From an optimization exercise on the open Yosys and OpenROAD flow, aimed at small area and a short achievable clock period; shortcuts taken in it are not production practice.
The RTL was checked by simulation tests, not by an equivalence proof against the original design.
No driver is modelled on the clock port, so clock power and skew are understated where the tree is cut down; a real chip needs a root buffer or a tree.
Power figures rest on the tool's default switching activity, not on a simulated workload.

Setup of nickel:
==> module alu, before the edit <==
module alu (
	input  logic [31:0] op1,
	input  logic [31:0] hp,        
	input  logic        sub,       
	input  logic        use_sum,   
	input  logic        use_slt,   
	input  logic        use_sh,    
	input  logic        sh_left,   
	input  logic [3:0]  lut,       
	input  logic [4:0]  rot_amt,   
	output logic [31:0] result,
	output logic        zero,      
	output logic        carry,     
	output logic        ovf        
);
	logic [31:0] sum;
	logic        cout;
	logic        ovf_raw;
	logic        lt;
	logic [31:0] logic_res;
	logic [31:0] other;    
	logic [31:0] gk [0:5];
	logic [31:0] pk [0:5];
	logic [31:0] cy;     
	always_comb begin
		gk[0] = op1 & ~hp;
		gk[0][0] = (op1[0] & ~hp[0]) | (hp[0] & sub);
		pk[0] = hp;
		for (int l = 0; l < 5; l++) begin
			for (int j = 0; j < 32; j++) begin
				if (((j >> l) & 1) == 1) begin
					gk[l + 1][j] = gk[l][j] | (pk[l][j] & gk[l][((j >> l) << l) - 1]);
					pk[l + 1][j] = pk[l][j] & pk[l][((j >> l) << l) - 1];
				end else begin
					gk[l + 1][j] = gk[l][j];
					pk[l + 1][j] = pk[l][j];
				end
			end
		end
	end
	assign cy = {gk[5][30:0], sub};
	assign sum = hp ^ cy;
	assign cout = gk[5][31];
	assign ovf_raw = !hp[31] && (sum[31] != op1[31]);
	assign lt = sum[31] ^ ovf_raw;
	always_comb begin
		for (int i = 0; i < 32; i++) begin
			logic_res[i] = (lut[3] && op1[i] && hp[i]) || (lut[2] && op1[i] && !hp[i])
			            || (lut[1] && !op1[i] && hp[i]) || (lut[0] && !op1[i] && !hp[i]);
		end
	end
	logic [31:0] rot;
	logic [31:0] le;     
	logic        rz;
	logic [31:0] keep;
	always_comb begin
		rot = op1;
		for (int k = 0; k < 5; k++) begin
			if (rot_amt[k]) rot = (rot >> (1 << k)) | (rot << (32 - (1 << k)));
		end
	end
	assign rz = (rot_amt == 5'd0);
	always_comb begin
		for (int u = 0; u < 32; u++) begin
			le[u] = ({27'b0, rot_amt} <= u);
		end
		for (int i = 0; i < 32; i++) begin
			keep[i] = use_sh && (sh_left ? (!le[31 - i] || rz) : le[31 - i]);
		end
	end
	always_comb begin
		other = logic_res | (keep & rot);
		other[0] = other[0] | (use_slt && lt);
		for (int i = 0; i < 32; i++) begin
			result[i] = cy[i] ? ((use_sum && !hp[i]) || other[i]) : ((use_sum && hp[i]) || other[i]);
		end
	end
	logic        zero_add;
	logic [31:0] need;   
	logic        zero_sh;
	assign zero_add = (hp == ({op1[30:0] | hp[30:0], sub}));
	always_comb begin
		for (int j = 0; j < 32; j++) begin
			need[j] = sh_left ? (!le[j] || rz) : le[j];
		end
	end
	assign zero_sh = !use_sh || ((op1 & need) == '0);
	assign zero = use_sum ? zero_add : (use_slt ? !lt : ((logic_res == '0) && zero_sh));
	assign carry = use_sum && (cout ^ sub);
	assign ovf = use_sum && ovf_raw;
endmodule
export LEC_CHECK = 0
export CAP_MARGIN = 20
export CORE_MARGIN = 2
export CORE_UTILIZATION = 60
export SETUP_SLACK_MARGIN = 2.5
export SLEW_MARGIN = 20
export SYNTH_HIERARCHICAL = 1
export SYNTH_MINIMUM_KEEP_SIZE = 0
export TNS_END_PERCENT = 0
create_clock -name core_clock -period 7.0 [get_ports {clk}]
standard.sh (not shown) runs the stock make flow with config.mk's settings and CLKGATE_MAP_FILE= SYNTH_SCRIPT=/design/flow/synth_recipe.tcl, a recipe that flattens the netlist after the stock synthesis.
==> flow/flow/run.sh <==
#!/bin/bash
# The standard layout with two changes:
#  - every port is buffered by the smallest buffer cell instead of the delay
#    buffer the resizer picks by default;
#  - the clock tree (flow/my_cts.tcl, run in place of TritonCTS) is two levels:
#    four root clock buffers fed by the clock port, sixteen leaf buffers each
#    serving a compact cluster of about eleven registers. Every register sees
#    the same two buffers, and the insertion delay stays low.
export BUFFER_PORTS_ARGS="-buffer_cell sky130_fd_sc_hd__buf_1"
export PRE_CTS_TCL="$PWD/flow/my_cts.tcl"
bash standard.sh > standard.log 2>&1
Other scripts of this flow, unchanged in this note and not shown: flow/flow/my_cts.tcl
Input-level comparison between ember and nickel:
--- a/flow/design.v
+++ b/flow/design.v
@@ -34,12 +34,41 @@
 	localparam int unsigned flag_neg = 1;
 	localparam int unsigned flag_carry = 2;  
 	localparam int unsigned flag_ovf = 3;
 	localparam int unsigned flag_true = 4;  
 endpackage
 `timescale 1ns/1ps
+module adder32 (
+	input  logic [31:0] op1,
+	input  logic [31:0] hp,
+	input  logic        cin,
+	output logic [31:0] cy,     
+	output logic        cout
+);
+	logic [31:0] gk [0:5];
+	logic [31:0] pk [0:5];
+	always_comb begin
+		gk[0] = op1 & ~hp;
+		gk[0][0] = (op1[0] & ~hp[0]) | (hp[0] & cin);
+		pk[0] = hp;
+		for (int l = 0; l < 5; l++) begin
+			for (int j = 0; j < 32; j++) begin
+				if (((j >> l) & 1) == 1) begin
+					gk[l + 1][j] = gk[l][j] | (pk[l][j] & gk[l][((j >> l) << l) - 1]);
+					pk[l + 1][j] = pk[l][j] & pk[l][((j >> l) << l) - 1];
+				end else begin
+					gk[l + 1][j] = gk[l][j];
+					pk[l + 1][j] = pk[l][j];
+				end
+			end
+		end
+	end
+	assign cy = {gk[5][30:0], cin};
+	assign cout = gk[5][31];
+endmodule
+`timescale 1ns/1ps
 module alu (
 	input  logic [31:0] op1,
 	input  logic [31:0] hp,        
 	input  logic        sub,       
 	input  logic        use_sum,   
 	input  logic        use_slt,   
@@ -55,34 +84,21 @@
 	logic [31:0] sum;
 	logic        cout;
 	logic        ovf_raw;
 	logic        lt;
 	logic [31:0] logic_res;
 	logic [31:0] other;    
-	logic [31:0] gk [0:5];
-	logic [31:0] pk [0:5];
 	logic [31:0] cy;     
-	always_comb begin
-		gk[0] = op1 & ~hp;
-		gk[0][0] = (op1[0] & ~hp[0]) | (hp[0] & sub);
-		pk[0] = hp;
-		for (int l = 0; l < 5; l++) begin
-			for (int j = 0; j < 32; j++) begin
-				if (((j >> l) & 1) == 1) begin
-					gk[l + 1][j] = gk[l][j] | (pk[l][j] & gk[l][((j >> l) << l) - 1]);
-					pk[l + 1][j] = pk[l][j] & pk[l][((j >> l) << l) - 1];
-				end else begin
-					gk[l + 1][j] = gk[l][j];
-					pk[l + 1][j] = pk[l][j];
-				end
-			end
-		end
-	end
-	assign cy = {gk[5][30:0], sub};
+	adder32 u_add (
+		.op1(op1),
+		.hp(hp),
+		.cin(sub),
+		.cy(cy),
+		.cout(cout)
+	);
 	assign sum = hp ^ cy;
-	assign cout = gk[5][31];
 	assign ovf_raw = !hp[31] && (sum[31] != op1[31]);
 	assign lt = sum[31] ^ ovf_raw;
 	always_comb begin
 		for (int i = 0; i < 32; i++) begin
 			logic_res[i] = (lut[3] && op1[i] && hp[i]) || (lut[2] && op1[i] && !hp[i])
 			            || (lut[1] && !op1[i] && hp[i]) || (lut[0] && !op1[i] && !hp[i]);
--- outcome ---
- Between nickel and ember, final worst hold slack is higher for nickel, ember comes in under that.
- The number of gates resized after CTS of ember falls short of that of nickel by 26.
- nickel -> ember: leakage component of the power increased slightly
- Compared nickel against ember; starting density of the core within noise.
- Of nickel and ember, nickel shows the lower met1 wire length, with ember above it.
- ember vs. nickel: power density over the cells closely matched the old numbers; overall power was more or less identical; utilization after layout ~0 delta.
- ember vs nickel — final estimated routing congestion in global placement dropped slightly
- Measured against each other, nickel and ember differ in post-synthesis to final-layout area growth, the lower figure coming from ember.
- Clock power deteriorates in ember relative to nickel.
- Between nickel and ember, the difference in count of maximum capacitance violations is negligible.
No run of this note takes its clock network from TritonCTS; it comes from the design's own scripts or RTL.

## re-timing with driven ports
The results above use ideal ports. As a check the final layouts listed here were re-extracted and re-timed, cells and wires unchanged.
Step 1: set_driving_cell puts a clkbuf_16 on clk and a buf_2 on each other input, an assumption about the parent block.
Step 2, shift: input delay + t, output delay - t, t = (earliest + latest rising clock arrival at the registers) / 2. This alone moves slack from input paths to output paths.
a / b / c = ideal ports / drivers / drivers and shift; a / b = the first two.
run	shift t [ns]	setup slack, ns	slew at the worst register clock pin (ns)	worst data-port slew with drivers (ns)
nickel	0.394	2.472 / 2.367 / 2.762	0.08 / 0.08	0.09
ember	0.401	2.477 / 2.372 / 2.622	0.11 / 0.11	0.06
After both steps setup and hold are still met in every run listed.
